Context: an optimization exercise on an open-source flow, tuned for small area, a short achievable clock period and few clock cycles per item. The choices shown serve that exercise and are no tape-out recipe. RTL that was checked went through simulation tests only; none was proved equivalent to the original.

==> run B: inputs <==
// aes128_round_seq
module aes128_round_seq
#(
    parameter int CNT_W = 32,
    parameter int NR    = 10
) (
    input  logic               clk,
    input  logic               rst,
    input  logic               in_valid,
    output logic               in_ready,
    input  logic [BLK_W-1:0]   in_text,
    input  logic [BLK_W-1:0]   in_key,
    output logic               out_valid,
    input  logic               out_ready,
    output logic [BLK_W-1:0]   out_data,
    output logic               busy
);
clock: 20.0 ns
lec_check: 0
cap_margin: 20
core_margin: 2
core_utilization: 60
setup_slack_margin: 0.4
slew_margin: 20
synth_hierarchical: 1
standard.sh (not shown) runs the stock make flow with config.mk's settings and CLKGATE_MAP_FILE= SYNTH_SCRIPT=/design/flow/synth_recipe.tcl, a recipe that flattens the netlist after the stock synthesis.
==> flow/flow/run.sh <==
#!/bin/bash
set -euo pipefail
PORTBUF="BUFFER_PORTS_ARGS=-buffer_cell sky130_fd_sc_hd__buf_1"
bash standard.sh SETUP_SLACK_MARGIN=14.6 "$PORTBUF" cts > flow_make_cts.log 2>&1
bash standard.sh "$PORTBUF" finish > flow_make_finish.log 2>&1
==> run Z (differences from run B) <==
--- a/flow/design.v
+++ b/flow/design.v
@@ -184,30 +184,35 @@
 import aes_pkg::*;
 module aes_key_step
 (
     input  logic [BLK_W-1:0] key_in,
     input  logic [7:0]       rc,
-    output logic [31:0]      sub_w,
-    output logic [BLK_W-1:0] pre
+    output logic [BLK_W-1:0] key_out
 );
     logic [31:0] w0, w1, w2, w3;
     logic [31:0] w0r;
-    logic [31:0] p1, p2, p3;
+    logic [31:0] sub_w;
+    logic [31:0] n0, n1, n2, n3;
     assign w0 = key_in[127:96];
     assign w1 = key_in[95:64];
     assign w2 = key_in[63:32];
     assign w3 = key_in[31:0];
     sub_bytes u_sb0 (.din(w3[23:16]), .dout(sub_w[31:24]));
     sub_bytes u_sb1 (.din(w3[15:8]),  .dout(sub_w[23:16]));
     sub_bytes u_sb2 (.din(w3[7:0]),   .dout(sub_w[15:8]));
     sub_bytes u_sb3 (.din(w3[31:24]), .dout(sub_w[7:0]));
     aes_xor8 u_rc (.a(w0[31:24]), .b(rc), .y(w0r[31:24]));
     assign w0r[23:0] = w0[23:0];
+    logic [31:0] p1, p2, p3;
     aes_xor32 u_p1 (.a(w0r), .b(w1), .y(p1));
     aes_xor32 u_p2 (.a(p1),  .b(w2), .y(p2));
     aes_xor32 u_p3 (.a(p2),  .b(w3), .y(p3));
-    assign pre = {w0r, p1, p2, p3};
+    aes_xor32 u_n0 (.a(w0r), .b(sub_w), .y(n0));
+    aes_xor32 u_n1 (.a(p1),  .b(sub_w), .y(n1));
+    aes_xor32 u_n2 (.a(p2),  .b(sub_w), .y(n2));
+    aes_xor32 u_n3 (.a(p3),  .b(sub_w), .y(n3));
+    assign key_out = {n0, n1, n2, n3};
 endmodule
 import aes_pkg::*;
 module aes_mc_byte
 (
     input  logic [7:0] p,
@@ -280,121 +285,89 @@
         endcase
     endfunction
     if (NR != AES_NR || CNT_W < 1) begin : g_bad_cfg
         $error("aes128_round_seq: NR must be 10 and CNT_W at least 1");
     end
-    logic [BLK_W-1:0] st_q, st_d;       
-    logic [BLK_W-1:0] key_q, key_d;     
-    logic [BLK_W-1:0] psr_q, psr_d;     
-    logic [31:0]      psub_q, psub_d;   
-    logic [BLK_W-1:0] ppre_q, ppre_d;   
+    logic [BLK_W-1:0] st_q, st_d;
+    logic [BLK_W-1:0] key_q, key_d;
     logic [BLK_W-1:0] out_q, out_d;
-    logic       va_q, va_d;             
-    logic [3:0] rnda_q, rnda_d;         
-    logic       vb_q, vb_d;             
-    logic [3:0] rndb_q, rndb_d;         
-    logic       ov_q, ov_d;             
-    logic       rdy_q, rdy_d;           
-    logic       busy_q, busy_d;
+    logic       busy_q, busy_d;     
+    logic [3:0] rnd_q, rnd_d;       
+    logic       ov_q, ov_d;         
+    logic       rdy_q, rdy_d;       
+    logic       hold_q, hold_d;     
+    logic [BLK_W-1:0] ark;
     logic [BLK_W-1:0] sr;
-    logic [31:0]      sub_w;
-    logic [BLK_W-1:0] pre;
-    logic [BLK_W-1:0] nk;
     logic [BLK_W-1:0] mc;
+    logic [BLK_W-1:0] nk;
     logic [BLK_W-1:0] ct;
+    for (genvar i = 0; i < 4; i++) begin : g_ark
+        aes_xor32 u_ark (.a(st_q[32*i +: 32]), .b(key_q[32*i +: 32]), .y(ark[32*i +: 32]));
+    end
     for (genvar c = 0; c < 4; c++) begin : g_col
         for (genvar r = 0; r < 4; r++) begin : g_row
             sub_bytes u_sb (
-                .din  (st_q[127 - 8*(r + 4*((c + r) % 4)) -: 8]),
+                .din  (ark[127 - 8*(r + 4*((c + r) % 4)) -: 8]),
                 .dout (sr[127 - 8*(r + 4*c) -: 8])
             );
         end
     end
-    aes_key_step u_key_step (
-        .key_in (key_q),
-        .rc     (rcon(rnda_q)),
-        .sub_w  (sub_w),
-        .pre    (pre)
-    );
-    for (genvar i = 0; i < 4; i++) begin : g_nk
-        aes_xor32 u_nk (.a(ppre_q[32*i +: 32]), .b(psub_q), .y(nk[32*i +: 32]));
-    end
     for (genvar i = 0; i < 4; i++) begin : g_mc
-        aes_mix_column u_mc (.din(psr_q[32*i +: 32]), .dout(mc[32*i +: 32]));
+        aes_mix_column u_mc (.din(sr[32*i +: 32]), .dout(mc[32*i +: 32]));
     end
+    aes_key_step u_key_step (
+        .key_in  (key_q),
+        .rc      (rcon(rnd_q)),
+        .key_out (nk)
+    );
     for (genvar i = 0; i < 4; i++) begin : g_ct
-        aes_xor32 u_ct (.a(psr_q[32*i +: 32]), .b(nk[32*i +: 32]), .y(ct[32*i +: 32]));
+        aes_xor32 u_ct (.a(sr[32*i +: 32]), .b(nk[32*i +: 32]), .y(ct[32*i +: 32]));
     end
-    logic lastb;       
-    logic hold;        
+    logic last;        
     logic fin;         
-    logic selb;        
     logic take;        
-    assign lastb = vb_q && (rndb_q == 4'd10);
-    assign hold  = lastb && ov_q && !out_ready;
-    assign fin   = lastb && !hold;
-    assign selb  = vb_q && !lastb;
-    assign take  = rdy_q && in_valid;
-    logic [BLK_W-1:0] nx;
-    logic [BLK_W-1:0] nkey;
-    logic [BLK_W-1:0] nst;
-    assign nx   = rdy_q ? in_text : mc;
-    assign nkey = rdy_q ? in_key  : nk;
-    for (genvar i = 0; i < 4; i++) begin : g_ark
-        aes_xor32 u_ark (.a(nx[32*i +: 32]), .b(nkey[32*i +: 32]), .y(nst[32*i +: 32]));
-    end
-    assign st_d   = hold ? st_q   : nst;
-    assign key_d  = hold ? key_q  : nkey;
-    assign psr_d  = hold ? psr_q  : sr;
-    assign psub_d = hold ? psub_q : sub_w;
-    assign ppre_d = hold ? ppre_q : pre;
+    logic step;        
+    assign last     = busy_q && (rnd_q == 4'd10);
+    assign fin      = last && !ov_q;
+    assign take     = rdy_q && in_valid;
+    assign step     = !rdy_q && !hold_q;
+    assign st_d  = ({BLK_W{rdy_q}}  & in_text)
+                 | ({BLK_W{hold_q}} & st_q)
+                 | ({BLK_W{step}}   & mc);
+    assign key_d = ({BLK_W{rdy_q}}  & in_key)
+                 | ({BLK_W{hold_q}} & key_q)
+                 | ({BLK_W{step}}   & nk);
     logic out_load;
     logic out_keep;
     assign out_load = fin && !rst;
     assign out_keep = !fin && !out_ready && !rst;
     assign out_d = ({BLK_W{out_load}} & ct) | ({BLK_W{out_keep}} & out_q);
     always_comb begin
-        if (hold) begin
-            va_d   = va_q;
-            rnda_d = rnda_q;
-            vb_d   = vb_q;
-            rndb_d = rndb_q;
-        end else begin
-            va_d   = selb || take;
-            rnda_d = selb ? rndb_q + 4'd1 : 4'd1;
-            vb_d   = va_q;
-            rndb_d = rnda_q;
-        end
+        busy_d = take || (busy_q && !fin);
+        rnd_d  = take ? 4'd1 : (busy_q && !last) ? rnd_q + 4'd1 : rnd_q;
         ov_d   = fin || (ov_q && !out_ready);
-        rdy_d  = !vb_d || ((rndb_d == 4'd10) && !ov_d);
-        busy_d = va_d || vb_d;
+        rdy_d  = !busy_d || ((rnd_d == 4'd10) && !ov_d);
+        hold_d = busy_d && (rnd_d == 4'd10) && ov_d;
     end
     always_ff @(posedge clk) begin
         st_q  <= st_d;
         key_q <= key_d;
-        psr_q  <= psr_d;
-        psub_q <= psub_d;
-        ppre_q <= ppre_d;
         out_q <= out_d;
     end
     always_ff @(posedge clk or posedge rst) begin
         if (rst) begin
-            va_q   <= 1'b0;
-            rnda_q <= 4'd0;
-            vb_q   <= 1'b0;
-            rndb_q <= 4'd0;
+            busy_q <= 1'b0;
+            rnd_q  <= 4'd0;
             ov_q   <= 1'b0;
             rdy_q  <= 1'b1;
-            busy_q <= 1'b0;
+            hold_q <= 1'b0;
         end else begin
-            va_q   <= va_d;
-            rnda_q <= rnda_d;
-            vb_q   <= vb_d;
-            rndb_q <= rndb_d;
+            busy_q <= busy_d;
+            rnd_q  <= rnd_d;
             ov_q   <= ov_d;
             rdy_q  <= rdy_d;
-            busy_q <= busy_d;
+            hold_q <= hold_d;
         end
     end
     assign in_ready  = rdy_q;
     assign out_valid = ov_q;
     assign busy      = busy_q;
==> flow/flow/run.sh (replaced) <==
#!/bin/bash
set -euo pipefail
PORTBUF="BUFFER_PORTS_ARGS=-buffer_cell sky130_fd_sc_hd__buf_1"
bash standard.sh SETUP_SLACK_MARGIN=13.5 "$PORTBUF" cts > flow_make_cts.log 2>&1
bash standard.sh "$PORTBUF" finish > flow_make_finish.log 2>&1
--- a/flow/config.mk
+++ b/flow/config.mk
@@ -5,9 +5,10 @@
 export SDC_FILE = /design/flow/constraint.sdc
 export NUM_CORES = 4
 export LEC_CHECK = 0
 export CAP_MARGIN = 20
 export CORE_MARGIN = 2
-export CORE_UTILIZATION = 60
+export CORE_UTILIZATION = 65
+export CTS_BUF_LIST = sky130_fd_sc_hd__clkbuf_4 sky130_fd_sc_hd__clkbuf_8
 export SETUP_SLACK_MARGIN = 0.4
 export SLEW_MARGIN = 20
 export SYNTH_HIERARCHICAL = 1
==> run C (differences from run B) <==
--- a/flow/design.v
+++ b/flow/design.v
@@ -184,30 +184,35 @@
 import aes_pkg::*;
 module aes_key_step
 (
     input  logic [BLK_W-1:0] key_in,
     input  logic [7:0]       rc,
-    output logic [31:0]      sub_w,
-    output logic [BLK_W-1:0] pre
+    output logic [BLK_W-1:0] key_out
 );
     logic [31:0] w0, w1, w2, w3;
     logic [31:0] w0r;
-    logic [31:0] p1, p2, p3;
+    logic [31:0] sub_w;
+    logic [31:0] n0, n1, n2, n3;
     assign w0 = key_in[127:96];
     assign w1 = key_in[95:64];
     assign w2 = key_in[63:32];
     assign w3 = key_in[31:0];
     sub_bytes u_sb0 (.din(w3[23:16]), .dout(sub_w[31:24]));
     sub_bytes u_sb1 (.din(w3[15:8]),  .dout(sub_w[23:16]));
     sub_bytes u_sb2 (.din(w3[7:0]),   .dout(sub_w[15:8]));
     sub_bytes u_sb3 (.din(w3[31:24]), .dout(sub_w[7:0]));
     aes_xor8 u_rc (.a(w0[31:24]), .b(rc), .y(w0r[31:24]));
     assign w0r[23:0] = w0[23:0];
+    logic [31:0] p1, p2, p3;
     aes_xor32 u_p1 (.a(w0r), .b(w1), .y(p1));
     aes_xor32 u_p2 (.a(p1),  .b(w2), .y(p2));
     aes_xor32 u_p3 (.a(p2),  .b(w3), .y(p3));
-    assign pre = {w0r, p1, p2, p3};
+    aes_xor32 u_n0 (.a(w0r), .b(sub_w), .y(n0));
+    aes_xor32 u_n1 (.a(p1),  .b(sub_w), .y(n1));
+    aes_xor32 u_n2 (.a(p2),  .b(sub_w), .y(n2));
+    aes_xor32 u_n3 (.a(p3),  .b(sub_w), .y(n3));
+    assign key_out = {n0, n1, n2, n3};
 endmodule
 import aes_pkg::*;
 module aes_mc_byte
 (
     input  logic [7:0] p,
@@ -283,48 +288,45 @@
         $error("aes128_round_seq: NR must be 10 and CNT_W at least 1");
     end
     logic [BLK_W-1:0] st_q, st_d;       
     logic [BLK_W-1:0] key_q, key_d;     
     logic [BLK_W-1:0] psr_q, psr_d;     
-    logic [31:0]      psub_q, psub_d;   
-    logic [BLK_W-1:0] ppre_q, ppre_d;   
+    logic [BLK_W-1:0] pnk_q, pnk_d;     
     logic [BLK_W-1:0] out_q, out_d;
     logic       va_q, va_d;             
     logic [3:0] rnda_q, rnda_d;         
     logic       vb_q, vb_d;             
     logic [3:0] rndb_q, rndb_d;         
     logic       ov_q, ov_d;             
     logic       rdy_q, rdy_d;           
     logic       busy_q, busy_d;
+    logic [BLK_W-1:0] ark;
     logic [BLK_W-1:0] sr;
-    logic [31:0]      sub_w;
-    logic [BLK_W-1:0] pre;
-    logic [BLK_W-1:0] nk;
     logic [BLK_W-1:0] mc;
+    logic [BLK_W-1:0] nk;
     logic [BLK_W-1:0] ct;
+    for (genvar i = 0; i < 4; i++) begin : g_ark
+        aes_xor32 u_ark (.a(st_q[32*i +: 32]), .b(key_q[32*i +: 32]), .y(ark[32*i +: 32]));
+    end
     for (genvar c = 0; c < 4; c++) begin : g_col
         for (genvar r = 0; r < 4; r++) begin : g_row
             sub_bytes u_sb (
-                .din  (st_q[127 - 8*(r + 4*((c + r) % 4)) -: 8]),
+                .din  (ark[127 - 8*(r + 4*((c + r) % 4)) -: 8]),
                 .dout (sr[127 - 8*(r + 4*c) -: 8])
             );
         end
     end
     aes_key_step u_key_step (
-        .key_in (key_q),
-        .rc     (rcon(rnda_q)),
-        .sub_w  (sub_w),
-        .pre    (pre)
+        .key_in  (key_q),
+        .rc      (rcon(rnda_q)),
+        .key_out (nk)
     );
-    for (genvar i = 0; i < 4; i++) begin : g_nk
-        aes_xor32 u_nk (.a(ppre_q[32*i +: 32]), .b(psub_q), .y(nk[32*i +: 32]));
-    end
     for (genvar i = 0; i < 4; i++) begin : g_mc
         aes_mix_column u_mc (.din(psr_q[32*i +: 32]), .dout(mc[32*i +: 32]));
     end
     for (genvar i = 0; i < 4; i++) begin : g_ct
-        aes_xor32 u_ct (.a(psr_q[32*i +: 32]), .b(nk[32*i +: 32]), .y(ct[32*i +: 32]));
+        aes_xor32 u_ct (.a(psr_q[32*i +: 32]), .b(pnk_q[32*i +: 32]), .y(ct[32*i +: 32]));
     end
     logic lastb;       
     logic hold;        
     logic fin;         
     logic selb;        
@@ -332,23 +334,18 @@
     assign lastb = vb_q && (rndb_q == 4'd10);
     assign hold  = lastb && ov_q && !out_ready;
     assign fin   = lastb && !hold;
     assign selb  = vb_q && !lastb;
     assign take  = rdy_q && in_valid;
-    logic [BLK_W-1:0] nx;
-    logic [BLK_W-1:0] nkey;
-    logic [BLK_W-1:0] nst;
-    assign nx   = rdy_q ? in_text : mc;
-    assign nkey = rdy_q ? in_key  : nk;
-    for (genvar i = 0; i < 4; i++) begin : g_ark
-        aes_xor32 u_ark (.a(nx[32*i +: 32]), .b(nkey[32*i +: 32]), .y(nst[32*i +: 32]));
-    end
-    assign st_d   = hold ? st_q   : nst;
-    assign key_d  = hold ? key_q  : nkey;
-    assign psr_d  = hold ? psr_q  : sr;
-    assign psub_d = hold ? psub_q : sub_w;
-    assign ppre_d = hold ? ppre_q : pre;
+    assign st_d  = ({BLK_W{rdy_q}} & in_text)
+                 | ({BLK_W{hold}}  & st_q)
+                 | ({BLK_W{selb}}  & mc);
+    assign key_d = ({BLK_W{rdy_q}} & in_key)
+                 | ({BLK_W{hold}}  & key_q)
+                 | ({BLK_W{selb}}  & pnk_q);
+    assign psr_d = hold ? psr_q : sr;
+    assign pnk_d = hold ? pnk_q : nk;
     logic out_load;
     logic out_keep;
     assign out_load = fin && !rst;
     assign out_keep = !fin && !out_ready && !rst;
     assign out_d = ({BLK_W{out_load}} & ct) | ({BLK_W{out_keep}} & out_q);
@@ -369,13 +366,12 @@
         busy_d = va_d || vb_d;
     end
     always_ff @(posedge clk) begin
         st_q  <= st_d;
         key_q <= key_d;
-        psr_q  <= psr_d;
-        psub_q <= psub_d;
-        ppre_q <= ppre_d;
+        psr_q <= psr_d;
+        pnk_q <= pnk_d;
         out_q <= out_d;
     end
     always_ff @(posedge clk or posedge rst) begin
         if (rst) begin
             va_q   <= 1'b0;
==> flow/flow/run.sh (replaced) <==
#!/bin/bash
set -euo pipefail
PORTBUF="BUFFER_PORTS_ARGS=-buffer_cell sky130_fd_sc_hd__buf_1"
bash standard.sh SETUP_SLACK_MARGIN=14.4 "$PORTBUF" cts > flow_make_cts.log 2>&1
bash standard.sh "$PORTBUF" finish > flow_make_finish.log 2>&1
==> results.txt <==
metric                                                                     run Z           run C           run B
Run status                                                        finished clean  finished clean  finished clean
Number of DRC markers after the initial detailed-route iteration            3436            3725            3078
Area of the multi-input gates                                       0.0338 sq mm    0.0340 sq mm    0.0324 sq mm
Pre-antenna DRT Iters                                                          6               6               5
Met3 wire length                                                   13200 microns   12400 microns   10200 microns
Data required time at the worst endpoint                                20600 ps        20340 ps        20270 ps
Clkbuf count                                                                 102             102             109
Worst Hold Margin                                                         475 ps          475 ps          462 ps
Overall routed net length                                         141000 microns  160000 microns  156000 microns
Die Width                                                            254 microns     293 microns     299 microns
Clock network share of area                                                3.63%           4.51%           4.59%
Worst hold path startpoint                                             out_q[87]       out_q[79]      key_q[113]
Testbench counts of run Z, summed over its fixed seeds: cycles 20,496, items 2,048.
For run B and run C, only the layout was checked, not whether the RTL still works.

[separate check: timing with driven ports]
The flow's constraints put no driver on any port. The routed layouts listed below were extracted and timed again, unchanged, in two steps.
Step 1 assumes that a clkbuf_16 drives the clock port and a buf_2 every other input.
Step 2, shift: input delay + t, output delay - t, t = (earliest + latest rising clock arrival at the registers) / 2. This alone moves slack from input paths to output paths.
a / b / c = ideal / step 1 / step 2; a / b = the first two.
run | shift t [ns] | setup slack, ns | worst slew at a driven data input, ns
run B | 0.692 | 14.495 / 14.538 / 13.847 | 0.10
run Z | 0.728 | 13.262 / 13.262 / 13.262 | 0.14
run C | 0.685 | 14.206 / 14.206 / 13.674 | 0.06
After both steps every run listed still meets setup and hold. The setup slack of run B, which loses most, moves by +0.043 ns with the drivers and by -0.648 ns with both steps.
